This design comes from an exercise in tuning for small area, a short achievable clock period and few clock cycles on the open sky130 flow, not from production work.
No functional check of the RTL was part of any run shown here.
Power and IR drop assume default switching activity.

## flow/design.v (module list and top-level ports; edited modules follow where they fit)
// module fa_cell: 11 lines
// module ha_cell: 10 lines
// module bsel_cell: 11 lines
// module mac_b: 674 lines
// module mac_c: 63 lines
// module lenet_top: 223 lines
module lenet_top
(
    input  wire                     clk,
    input  wire                     rst,
    input  wire lenet_pkg::mem_wr_t img_wr,
    input  wire lenet_pkg::kernel_t kernel,
    input  wire                     start,
    output logic                    busy,
    output logic                    finish,
    output lenet_pkg::pool_result_t result
);
  // ...
==> flow/run.sh <==
#!/bin/bash
# synth_recipe.tcl (not shown) runs the flow's synth.tcl, then flattens the netlist and writes it again
# the make line also repeats each setting of config.mk as NAME=value (left out here)
make -C /OpenROAD-flow-scripts/flow DESIGN_CONFIG=/design/flow/config.mk WORK_HOME=/design/flow/orfs CLKGATE_MAP_FILE= SYNTH_SCRIPT=/design/flow/synth_recipe.tcl finish
==> flow/config.mk <==
export PLATFORM = sky130hd
export DESIGN_NAME = lenet_top
export DESIGN_NICKNAME = lenet_top
export VERILOG_FILES = /design/flow/design.v
export SDC_FILE = /design/flow/constraint.sdc
export NUM_CORES = 4
export LEC_CHECK = 0
export CAP_MARGIN = 20
export CORE_MARGIN = 2
export CORE_UTILIZATION = 40
export SLEW_MARGIN = 20
export SYNTH_HIERARCHICAL = 1
export SYNTH_MINIMUM_KEEP_SIZE = 0
==> flow/constraint.sdc <==
create_clock -name core_clock -period 10.0 [get_ports {clk}]
set_input_delay 2.0000 -clock core_clock [delete_from_list [all_inputs] [get_ports {clk}]]
set_output_delay 2.0000 -clock core_clock [all_outputs]
set_load 0.01 [all_outputs]
==> flow_metrics.py, run 1 <==
metrics = {
    "outcome": {
        "status": "finished clean",
    },
    "route": {
        "first_pass_iters": 6,
        "post_drt_wl_per_cell_um": 28.9,
        "viasPerCell": 5.62,
    },
    "grt": {
        "busiest_layer": "met2",
        "grt_util_met2_pct": 38.4,
    },
    "timing": {
        "rsz0062_at_grt": "no",
        "final.setup.tns_ns": 0,
        "fin_crit_ns": 4.62,
        "setup_slack_ns": 5.38,
        "final_max_slew_viol_count": 0,
        "fmax_mhz": 217,
    },
    "cts": {
        "cts_setup_buffers": 0,
        "clk-insertion-delay-late_ns": 0.78,
        "cts.clk_slew.worst_paths_ns": 0.06,
        "hold_buffers": 0,
    },
    "synth": {
        "yosysTopAreaCell": "edfxtp_1",
        "yosysMostFrequentCell": "xnor2_1",
        "synth_mux_area_share_pct": 10.4,
        "avgSynthCellArea_sq_um": 13.5,
    },
    "pwr": {
        "pwr-share-comb_pct": 62.4,
        "p_leak_nw": 25.0,
        "peakVddDrop_mv": 0.642,
    },
    "layout": {
        "seq_share_pct": 35.4,
        "top_area_cell_class": "multi-input combinational cells",
        "clkCellAreaFrac_pct": 5.47,
    },
    "placed_design": {
        "dp.cells": 7079,
    },
    "critical_path": {
        "path_delay_family": "adder cells",
        "critPathBufInv": 0,
        "setup.worst_path.start_class": "register",
    },
    "floorplanning": {
        "start_util_pct": 40.3,
        "die_w_um": 412,
        "ios": 172,
    },
}
==> run 2: changes to the inputs <==
--- a/flow/config.mk
+++ b/flow/config.mk
@@ -8,6 +8,7 @@
 export CAP_MARGIN = 20
 export CORE_MARGIN = 2
 export CORE_UTILIZATION = 40
+export SETUP_SLACK_MARGIN = 5
 export SLEW_MARGIN = 20
 export SYNTH_HIERARCHICAL = 1
 export SYNTH_MINIMUM_KEEP_SIZE = 0
==> flow_metrics.py, run 2 <==
metrics = {
    "cts": {
        "cts_resized": 0,
        "cts.clk_slew.worst_paths_ns": 0.06,
        "cts_setup_buffers": 0,
        "cts.sinks": 1017,
        "htree_num_levels": 3,
        "cts_buffers": 112,
        "clockBufferDepth": 3,
        "cts_tree": "built",
        "cts_root_buf": "clkbuf_16",
        "hold_buffers": 0,
        "clk-insertion-delay-late_ns": 0.78,
    },
    "route": {
        "drt-initial-drc-count": 4241,
        "vias": 41000,
        "drt_wl_total_um": 211000,
        "antenna_left": 0,
        "viasPerCell": 5.62,
        "first_pass_iters": 6,
        "drc": 0,
        "post_drt_wl_per_cell_um": 28.9,
    },
    "floorplanning": {
        "rows": 149,
        "die_area_sq_um": 170000,
        "die_h_um": 412,
        "start_util_pct": 40.3,
        "ios": 172,
        "die_w_um": 412,
        "core_area_sq_um": 165000,
    },
    "critical_path": {
        "arrival_ns": 5.20,
        "path_cells": "fa_1 -> fa_1 -> fa_1 -> ha_1 -> a21oi_1 -> o211ai_1 -> a21oi_1 -> o21ai_0 -> a41oi_1 -> a21oi_1 -> xnor2_1 -> a31oi_1",
        "worstPathRequired_ns": 10.58,
        "max_stage_delay_ns": 0.58,
        "setup.worst_path.start_class": "register",
        "critPathBufInv": 0,
        "path_delay_family": "adder cells",
        "path_class": "reg2reg",
        "crit_fanout": 7,
        "endpoint_kind": "register",
        "cp_slowest_cell": "dfxtp_1",
    },
    "synth": {
        "synth_warnings": 10,
        "yosysTopAreaCell": "edfxtp_1",
        "synth-simple-area-share_pct": 4.08,
        "synth-compound-area-share_pct": 12.2,
        "synth_area_sq_um": 66500,
        "synth_edf_count": 575,
        "synthArstFlopShare_pct": 0,
        "ys_types": 76,
        "synth_common_cells": "xnor2_1 (673), fa_1 (632), edfxtp_1 (575)",
        "synth_xor_area_share_pct": 9.45,
        "synth_cells": 4918,
        "synth_fa_ha_area_share_pct": 21.2,
        "synth-main-ff-cell": "edfxtp_1",
        "yosysTopAreaCellShare_pct": 25.9,
        "yosysSeqAreaShare_pct": 39.2,
        "avgSynthCellArea_sq_um": 13.5,
        "synth_top_family_by_area": "adder cells",
        "synth_area_leaders": "edfxtp_1 (26%), fa_1 (19%), dfxtp_1 (13%)",
        "synth_mux_area_share_pct": 10.4,
        "synth-seq-cells": 1017,
        "yosysMostFrequentCell": "xnor2_1",
    },
    "layout": {
        "instances_no_fill": 7295,
        "drive_above_1_share_pct": 27.4,
        "area_growth_pct": 11.2,
        "layout_common_cells": "xnor2_1 (673), fa_1 (632), edfxtp_1 (575)",
        "mostFrequentLayoutCell": "xnor2_1",
        "top_register": "img",
        "reg.largest.list": "img: 512 flops, win: 96 flops, res: 63 flops",
        "largest_reg_flops": 512,
        "nets": 5850,
        "fillers": 14800,
        "final_area_sq_um": 74000,
    },
    "outcome": {
        "status": "finished clean",
    },
    "worst_hold_path": {
        "hold_class": "reg2reg",
    },
    "timing": {
        "slew_headroom_pct": 16.8,
        "tightest_slew_ns": 1.25,
        "fin_crit_ns": 4.62,
        "period_share_pct": 46.2,
        "final_max_slew_viol_count": 0,
        "rsz0062_at_grt": "no",
        "setup_viol": 0,
        "hold_viol_final": 0,
        "setup_slack_ns": 5.38,
        "fmax_mhz": 217,
        "final.setup.tns_ns": 0,
        "skew_ns": 0.0745,
    },
    "placed_design": {
        "io_buffers": 162,
        "post_dp_cell_area_sq_um": 69900,
        "gp_congestion": 0.948,
        "dp.cells": 7079,
        "hpwl_um": 152000,
        "preCtsSetupSlack_ns": 5.41,
    },
    "grt": {
        "grt_max_degree": 130,
        "grt_pass1_wl_um": 303000,
        "grt_overflow_total": 0,
        "antenna_found_initial": 11,
        "grt_pass1_vias": 42100,
        "grt_usage_pct": 24.8,
    },
    "pwr": {
        "peakVddDrop_mv": 0.642,
        "p_leak_nw": 25.0,
        "p_per_area_nw_per_um2": 367,
    },
    "flow_run": {
        "maxCapViolCount": 0,
    },
}
-- run 2: cell counts after synthesis --
No cell type changed its count.
-- run 2: cells by family (layout without fill, tap and decap cells) --
kind of cell	count (synthesis)	in the layout
fa+ha+maj	748	748
simple gates	611	611
other cells	3	13
flops	1017	1017
compound gates	801	801
xor+xnor	716	716
buf+inv	393	571
mux	629	629
-- run 2: cell type report --
| type | instances | area [sq um] | share of cell area, % |
|---|---|---|---|
| inverter | 78 | 293 | 0.396 |
| timing repair buffer | 279 | 2500 | 3.38 |
| clock inverter | 70 | 937 | 1.27 |
| tap | 2189 | 2740 | 3.70 |
| antenna | 2 | 5.00 | 0.00677 |
| sequential | 1017 | 26200 | 35.4 |
| multi-input combinational | 3516 | 38200 | 51.7 |
| clock buffer | 144 | 3110 | 4.20 |
-- run 2: per-layer routing --
metal | GRT usage, % | routed length, um
met5 | 0 | 60
met1 | 33.1 | 86300
met3 | 5.33 | 17400
met4 | 11.7 | 11400
met2 | 38.4 | 95800
-- run 2: power by group --
group / internal (W) / switching (W)
Clock: 0.00263 / 0.00185
Combinational: 0.00710 / 0.00986
Sequential: 0.00519 / 0.000523
-- run 2: worst paths after layout --
| check | depth (start not counted) | start | slack (ns) | to |
|---|---|---|---|---|
| hold / removal | 0 | b_rp[0]$_DFF_P_ | 0.32 | c_rp[0]$_DFF_P_ |
| setup / recovery | 12 | krow_q[10]$_DFF_P_ | 5.38 | c1_q[4]$_SDFF_PP0_ |
| setup reg to reg | 12 | krow_q[10]$_DFF_P_ | 5.38 | c1_q[4]$_SDFF_PP0_ |
| hold reg to reg | 0 | b_rp[0]$_DFF_P_ | 0.32 | c_rp[0]$_DFF_P_ |
-- run 2: Yosys stat by module (local to each module, per instance) --
| module | cells | copies in the design | flip-flops and latches |
|---|---|---|---|
| ha_cell | 1 | 16 | 0 |
| bsel_cell | 2 | 504 | 0 |
| fa_cell | 1 | 610 | 0 |
| lenet_top | 2802 | 1 | 1017 |
| mac_c | 41 | 2 | 0 |
| mac_b | 200 | 2 | 0 |
-- run 2: through the flow --
stage / util [%] / total power [W] / hold WS (ns)
floorplan: - / 0.0212 / 0.310
global placement: 42.4 / 0.0223 / 0.310
detailed placement: 42.4 / 0.0225 / 0.312
CTS: 44.8 / 0.0271 / 0.315
global route: 44.8 / 0.0292 / 0.332
finish: 44.8 / 0.0272 / 0.324
==> run 3: changes to the inputs <==
==> flow/flow/run.sh (new file) <==
#!/bin/bash
set -euo pipefail
MARGIN=6.5
sed "s/\"\${@:-finish}\"/SETUP_SLACK_MARGIN=${MARGIN} \"\${@:-finish}\"/" standard.sh > standard_margin.sh
grep -q "SETUP_SLACK_MARGIN=${MARGIN}" standard_margin.sh
bash standard_margin.sh > standard_margin.log 2>&1
==> flow/standard.sh (new file) <==
#!/bin/bash
# synth_recipe.tcl (not shown) runs the flow's synth.tcl, then flattens the netlist and writes it again
# the make line also repeats each setting of config.mk as NAME=value (left out here)
make -C /OpenROAD-flow-scripts/flow DESIGN_CONFIG=/design/flow/config.mk WORK_HOME=/design/flow/orfs CLKGATE_MAP_FILE= SYNTH_SCRIPT=/design/flow/synth_recipe.tcl "${@:-finish}"
--- a/flow/config.mk
+++ b/flow/config.mk
@@ -8,7 +8,6 @@
 export CAP_MARGIN = 20
 export CORE_MARGIN = 2
 export CORE_UTILIZATION = 40
-export SETUP_SLACK_MARGIN = 5
 export SLEW_MARGIN = 20
 export SYNTH_HIERARCHICAL = 1
 export SYNTH_MINIMUM_KEEP_SIZE = 0
removed: flow/run.sh
==> flow_metrics.py, run 3 <==
metrics = {
    "route": {
        "drt_wl_total_um": 230000,
        "first_pass_iters": 5,
        "antenna_left": 0,
        "drt-initial-drc-count": 5067,
        "drc": 0,
        "viasPerCell": 5.61,
        "vias": 43600,
        "post_drt_wl_per_cell_um": 29.6,
    },
    "floorplanning": {
        "rows": 149,
        "start_util_pct": 40.3,
        "core_area_sq_um": 165000,
        "die_area_sq_um": 170000,
        "die_h_um": 412,
        "ios": 172,
        "die_w_um": 412,
    },
    "layout": {
        "final_area_sq_um": 82300,
        "top_register": "img",
        "layout_common_cells": "xnor2_1 (579), edfxtp_1 (575), mux2_2 (524)",
        "nets": 6330,
        "mostFrequentLayoutCell": "xnor2_1",
        "drive_above_1_share_pct": 44.6,
        "area_growth_pct": 23.7,
        "antenna_cells": 0,
        "largest_reg_flops": 512,
        "reg.largest.list": "img: 512 flops, win: 96 flops, res: 63 flops",
    },
    "synth": {
        "synthArstFlopShare_pct": 0,
        "synth_cells": 4918,
        "synth_warnings": 10,
        "synth_fa_ha_area_share_pct": 21.2,
        "yosysTopAreaCell": "edfxtp_1",
        "synth_top_family_by_area": "adder cells",
        "synth_area_sq_um": 66500,
        "yosysSeqAreaShare_pct": 39.2,
        "synth-seq-cells": 1017,
        "yosysMostFrequentCell": "xnor2_1",
        "synth_area_leaders": "edfxtp_1 (26%), fa_1 (19%), dfxtp_1 (13%)",
        "synth-simple-area-share_pct": 4.08,
        "synth_xor_area_share_pct": 9.45,
        "synth_edf_count": 575,
        "synth-compound-area-share_pct": 12.2,
        "synth-main-ff-cell": "edfxtp_1",
        "yosysTopAreaCellShare_pct": 25.9,
        "avgSynthCellArea_sq_um": 13.5,
        "ys_types": 76,
        "synth_common_cells": "xnor2_1 (673), fa_1 (632), edfxtp_1 (575)",
        "synth_mux_area_share_pct": 10.4,
    },
    "critical_path": {
        "r2r_start": "rb1_q[31]$_DFF_P_",
        "max_stage_delay_ns": 0.61,
        "path_cells": "fa_2 -> fa_1 -> fa_1 -> ha_4 -> nand4_4 -> or3_4 -> o211a_4 -> nor2_4 -> mux2i_2 -> a2111oi_4 -> buf_4 -> a31oi_1",
        "r2r-end": "c1_q[0]$_SDFF_PP0_",
        "crit_fanout": 7,
        "cp_slowest_cell": "fa_2",
        "path_common_cell": "fa_1",
        "arrival_ns": 4.51,
        "worstPathRequired_ns": 10.61,
        "path_delay_family": "adder cells",
        "r2r_slack_ns": 6.11,
        "endpoint_kind": "register",
        "reg2reg_depth": 12,
        "path_class": "reg2reg",
        "setup.worst_path.start_class": "register",
        "critPathBufInv": 1,
    },
    "timing": {
        "setup_viol": 0,
        "rsz0062_at_grt": "yes",
        "final.setup.tns_ns": 0,
        "final_max_slew_viol_count": 0,
        "fin_crit_ns": 3.89,
        "whs_ns": 0.323,
        "skew_ns": 0.0635,
        "slew_headroom_pct": 28.9,
        "period_share_pct": 38.9,
        "fmax_mhz": 257,
        "tightest_slew_ns": 1.07,
        "hold_viol_final": 0,
    },
    "cts": {
        "clk-insertion-delay-late_ns": 0.81,
        "htree_num_levels": 3,
        "cts.sinks": 1017,
        "cts_root_buf": "clkbuf_16",
        "hold_buffers": 0,
        "cts_tree": "built",
        "clockBufferDepth": 3,
        "cts_buffers": 113,
        "cts.clk_slew.worst_paths_ns": 0.07,
    },
    "grt": {
        "grt_pass1_vias": 45100,
        "grt_overflow_total": 0,
        "grt_pass1_wl_um": 327000,
        "antenna_found_initial": 16,
        "grt_max_degree": 123,
        "grt_usage_pct": 26.9,
    },
    "worst_hold_path": {
        "min_from": "t1[4]$_DFF_P_",
        "hold_depth": 0,
        "hold_class": "reg2reg",
        "hold_end": "t2[4]$_DFF_P_",
    },
    "placed_design": {
        "gp_congestion": 0.936,
        "hpwl_um": 158000,
        "io_buffers": 162,
        "post_dp_cell_area_sq_um": 69500,
    },
    "pwr": {
        "p_per_area_nw_per_um2": 411,
        "peakVddDrop_mv": 0.705,
        "p_leak_nw": 28.6,
    },
    "outcome": {
        "status": "finished clean",
    },
    "flow_run": {
        "maxCapViolCount": 0,
    },
}
## run 3: report_power, final
| part | internal, W | switching (W) |
|---|---|---|
| clock | 0.00249 | 0.00186 |
| combinational | 0.0109 | 0.0129 |
| sequential | 0.00519 | 0.000537 |
| total | 0.0186 | 0.0153 |
## run 3: routing by layer
layer / vias to the layer above / global-route usage (%) / wire (um)
met5: - / 0 / 69
met4: 10 / 16.5 / 16900
met3: 558 / 4.78 / 18200
met2: 2239 / 40.9 / 103000
met1: 22300 / 35.7 / 92300
li1: 18500 / - / -
## run 3: timing repair
action                                  CTS  global route
gates resized for setup                 589           216
endpoints found under the setup margin  190            88
buffers inserted                        446           128
pin swaps                               245           216
gates cloned                              3             0
## run 3: worst max-delay path by stage
stage                         endpoint  slack (ns)  cells past startpoint               from
floorplan           c0_q[0]$_SDFF_PP0_        6.21                     14  rb0_q[43]$_DFF_P_
global placement    c0_q[0]$_SDFF_PP0_        5.72                     12  krow_q[8]$_DFF_P_
detailed placement  c1_q[0]$_SDFF_PP0_        5.76                     11  rb1_q[35]$_DFF_P_
CTS                 c1_q[0]$_SDFF_PP0_        6.11                     12  rb1_q[30]$_DFF_P_
global route        c0_q[0]$_SDFF_PP0_        5.93                     13  rb0_q[49]$_DFF_P_
finish              c1_q[0]$_SDFF_PP0_        6.11                     12  rb1_q[31]$_DFF_P_
## run 3: cell type report
cell class | count | area (sq um)
inverters | 78 | 295
multi-input cells | 3516 | 40200
fillers | 14100 | 82600
clock inverters | 61 | 708
clock buffers | 155 | 3190
flip-flops and latches | 1017 | 26900
well taps | 2189 | 2740
repair buffers | 758 | 8320
## run 3: modules after synthesis, one instance, submodules excluded
module     area (sq um)  copies in the design  flip-flops and latches  cells
lenet_top         40200                     1                    1017   2802
mac_b              1320                     2                       0    200
bsel_cell          21.3                   504                       0      2
fa_cell            20.0                   610                       0      1
mac_c               304                     2                       0     41
ha_cell            12.5                    16                       0      1
## run 3: per-stage QoR
stage          total power, W  std cells  utilization (%)  setup slack [ns]
2_1_floorplan          0.0220       4926                -              6.21
3_3_place_gp           0.0247       6979             42.1              5.72
3_5_place_dp           0.0248       6979             42.1              5.76
4_1_cts                0.0322       7644             48.6              6.11
5_1_grt                0.0358       7774             49.9              5.93
6_report               0.0339       7774             49.9              6.11
## run 3: logic make-up after synthesis
| family | after synthesis |
|---|---|
| AO/OA/AOI/OAI | 801 |
| XOR/XNOR | 716 |
| adder cells (fa/ha/maj) | 748 |
| buffers and inverters | 393 |
| flip-flops | 1017 |
| multiplexers | 629 |
| other | 3 |
| AND/OR/NAND/NOR | 611 |
==> run 4: changes to the inputs <==
==> flow/flow/run.sh (replaced) <==
#!/bin/bash
set -euo pipefail
MARGIN=6.0
sed "s/\"\${@:-finish}\"/SETUP_SLACK_MARGIN=${MARGIN} \"\${@:-finish}\"/" standard.sh > standard_margin.sh
grep -q "SETUP_SLACK_MARGIN=${MARGIN}" standard_margin.sh
bash standard_margin.sh > standard_margin.log 2>&1
==> flow_metrics.py, run 4 <==
metrics = {
    "synth": {
        "yosysMostFrequentCell": "xnor2_1",
        "synth_warnings": 10,
        "yosysTopAreaCell": "edfxtp_1",
        "synth-seq-cells": 1017,
        "avgSynthCellArea_sq_um": 13.5,
        "synth_area_sq_um": 66500,
        "synth_common_cells": "xnor2_1 (673), fa_1 (632), edfxtp_1 (575)",
        "synthArstFlopShare_pct": 0,
        "synth-main-ff-cell": "edfxtp_1",
        "synth_area_leaders": "edfxtp_1 (26%), fa_1 (19%), dfxtp_1 (13%)",
        "yosysSeqAreaShare_pct": 39.2,
        "synth_cells": 4918,
        "ys_types": 76,
        "synth_edf_count": 575,
        "yosysTopAreaCellShare_pct": 25.9,
    },
    "pwr": {
        "peakVddDrop_mv": 0.828,
        "p_leak_nw": 25.0,
        "p_per_area_nw_per_um2": 410,
    },
    "grt": {
        "grt_max_degree": 117,
        "grt_usage_pct": 25.2,
        "grt_overflow_total": 0,
        "grt_pass1_wl_um": 308000,
        "grt_pass1_vias": 42400,
        "antenna_found_initial": 10,
    },
    "timing": {
        "skew_ns": 0.0729,
        "final.setup.tns_ns": 0,
        "period_share_pct": 39.8,
        "fmax_mhz": 251,
        "setup_slack_ns": 6.02,
        "rsz0062_at_grt": "yes",
        "fin_crit_ns": 3.98,
        "setup_viol": 0,
        "hold_viol_final": 0,
        "slew_headroom_pct": 18.2,
        "final_max_slew_viol_count": 0,
        "tightest_slew_ns": 1.22,
    },
    "cts": {
        "cts_buffers": 112,
        "cts_root_buf": "clkbuf_16",
        "clk-insertion-delay-late_ns": 0.79,
        "cts.clk_slew.worst_paths_ns": 0.07,
        "cts.sinks": 1017,
        "htree_num_levels": 3,
        "cts_tree": "built",
        "hold_buffers": 0,
        "clockBufferDepth": 3,
    },
    "layout": {
        "reg.largest.list": "img: 512 flops, win: 96 flops, res: 63 flops",
        "layout_common_cells": "xnor2_1 (669), fa_1 (620), edfxtp_1 (575)",
        "antenna_cells": 0,
        "largest_reg_flops": 512,
        "nets": 5876,
        "mostFrequentLayoutCell": "xnor2_1",
        "drive_above_1_share_pct": 29.9,
        "fillers": 14800,
        "multiInputGateArea_sq_um": 38700,
        "area_growth_pct": 11.9,
        "register_area_sq_um": 26300,
        "top_register": "img",
    },
    "floorplanning": {
        "core_area_sq_um": 165000,
        "die_area_sq_um": 170000,
        "rows": 149,
        "die_h_um": 412,
        "ios": 172,
        "die_w_um": 412,
        "start_util_pct": 40.3,
    },
    "outcome": {
        "status": "finished clean",
    },
    "flow_run": {
        "maxCapViolCount": 0,
    },
    "route": {
        "drt-initial-drc-count": 4182,
        "drc": 0,
        "antenna_left": 0,
        "drt_wl_total_um": 215000,
        "vias": 41400,
        "post_drt_wl_per_cell_um": 29.3,
        "first_pass_iters": 5,
        "viasPerCell": 5.66,
    },
    "critical_path": {
        "arrival_ns": 4.61,
        "crit_fanout": 3,
        "r2r_slack_ns": 6.02,
        "endpoint_kind": "register",
        "path_class": "reg2reg",
        "worstPathRequired_ns": 10.63,
        "setup.worst_path.start_class": "register",
    },
    "worst_hold_path": {
        "hold_class": "reg2reg",
    },
    "placed_design": {
        "gp_congestion": 0.949,
        "preCtsSetupSlack_ns": 5.63,
        "hpwl_um": 154000,
        "io_buffers": 162,
    },
}
-- run 4: power breakdown --
group,switching [W],internal [W]
Combinational,0.0114,0.00919
Sequential,0.000530,0.00520
Clock,0.00182,0.00233
Total,0.0138,0.0167
-- run 4: logic make-up after synthesis --
family                   synth area share [%]
other                                  0.0169
multiplexers                             10.4
buffers and inverters                    3.38
adder cells (fa/ha/maj)                  21.2
XOR/XNOR                                 9.45
AND/OR/NAND/NOR                          4.08
flip-flops                               39.2
AO/OA/AOI/OAI                            12.2
-- run 4: worst max-delay path, stage by stage (launching register included) --
cell and delay, ns:
dfxtp_4 0.39, fa_2 0.49, fa_1 0.58, fa_1 0.46
ha_4 0.30, and2_4 0.14, and3_4 0.17, buf_4 0.10
nand3_1 0.08, o21ai_2 0.19, buf_4 0.14, and3_1 0.16
o2111ai_2 0.16, nor3_4 0.25, buf_6 0.14, a21oi_2 0.05
-- run 4: worst paths after layout --
check,from,end,cells after the start
worst max register to register,rb0_q[48]$_DFF_P_,c0_q[2]$_SDFF_PP0_,15
worst min-delay path,t0[2]$_DFF_P_,t1[2]$_DFF_P_,0
worst min register to register,t0[2]$_DFF_P_,t1[2]$_DFF_P_,0
worst max-delay path,rb0_q[48]$_DFF_P_,c0_q[2]$_SDFF_PP0_,15
-- run 4: final cells by class --
cell class	count	area share, %
Tap cell	2189	3.68
Inverter	78	0.397
Timing Repair Buffer	305	3.75
Clock buffer	139	3.94
Sequential cell	1017	35.3
Multi-Input combinational cell	3516	51.9
Clock inverter	71	0.998
-- run 4: timing repair --
action,4_1_cts,5_1_grt
pin swaps,24,43
setup buffers,9,26
setup endpoints to repair,86,55
gates resized for setup,114,96
-- run 4: metrics by stage --
step | utilization, % | area [sq um] | hold slack [ns] | std cells | power, W
after floorplan | - | 66600 | 0.310 | 4926 | 0.0212
after global placement | 42.3 | 69800 | 0.310 | 7070 | 0.0227
after detailed placement | 42.3 | 69800 | 0.312 | 7070 | 0.0230
after CTS | 44.8 | 73900 | 0.326 | 7289 | 0.0288
after global routing | 45.1 | 74500 | 0.332 | 7315 | 0.0324
final | 45.1 | 74500 | 0.323 | 7315 | 0.0305
-- run 4: modules after synthesis, one instance, submodules excluded --
module	times used	cell area, sq um	flip-flops and latches	cells
mac_c	2	304	0	41
fa_cell	610	20.0	0	1
lenet_top	1	40200	1017	2802
bsel_cell	504	21.3	0	2
mac_b	2	1320	0	200
ha_cell	16	12.5	0	1
-- run 4: routing by layer --
layer | vias to the layer above | global-route usage, % | wire length (um)
met5 | - | 0 | 46
met4 | 6 | 11.3 | 11400
met3 | 462 | 5.32 | 17500
met2 | 1981 | 39.6 | 98300
met1 | 21300 | 33.4 | 87300
li1 | 17600 | - | -

[what the ideal ports hide]
No port has a modelled driver above. Below, the same layouts with a new extraction and two added sets of constraints.
Step 1 sets driving cells, clkbuf_16 on the clock port and buf_2 on the other inputs (assumed; they add their load-dependent delay and slew).
Step 2 adds t to the input delays and takes it off the output delays; t is the mean of the earliest and latest rising clock arrival at the registers after step 1. Input paths then give back, and output paths get back, about the clock's delay inside the block.
Slacks: ideal / step 1 / step 2; pairs: ideal / step 1.
| run | t, ns | setup WS [ns] | worst setup path at the end |
|---|---|---|---|
| run 1 | 0.824 | 5.384 / 5.384 / 5.384 | register to register |
| run 2 | 0.824 | 5.384 / 5.384 / 5.384 | register to register |
| run 3 | 0.856 | 6.108 / 6.108 / 6.108 | register to register |
| run 4 | 0.843 | 6.017 / 6.017 / 6.017 | register to register |
After both steps every run listed still meets setup and hold.
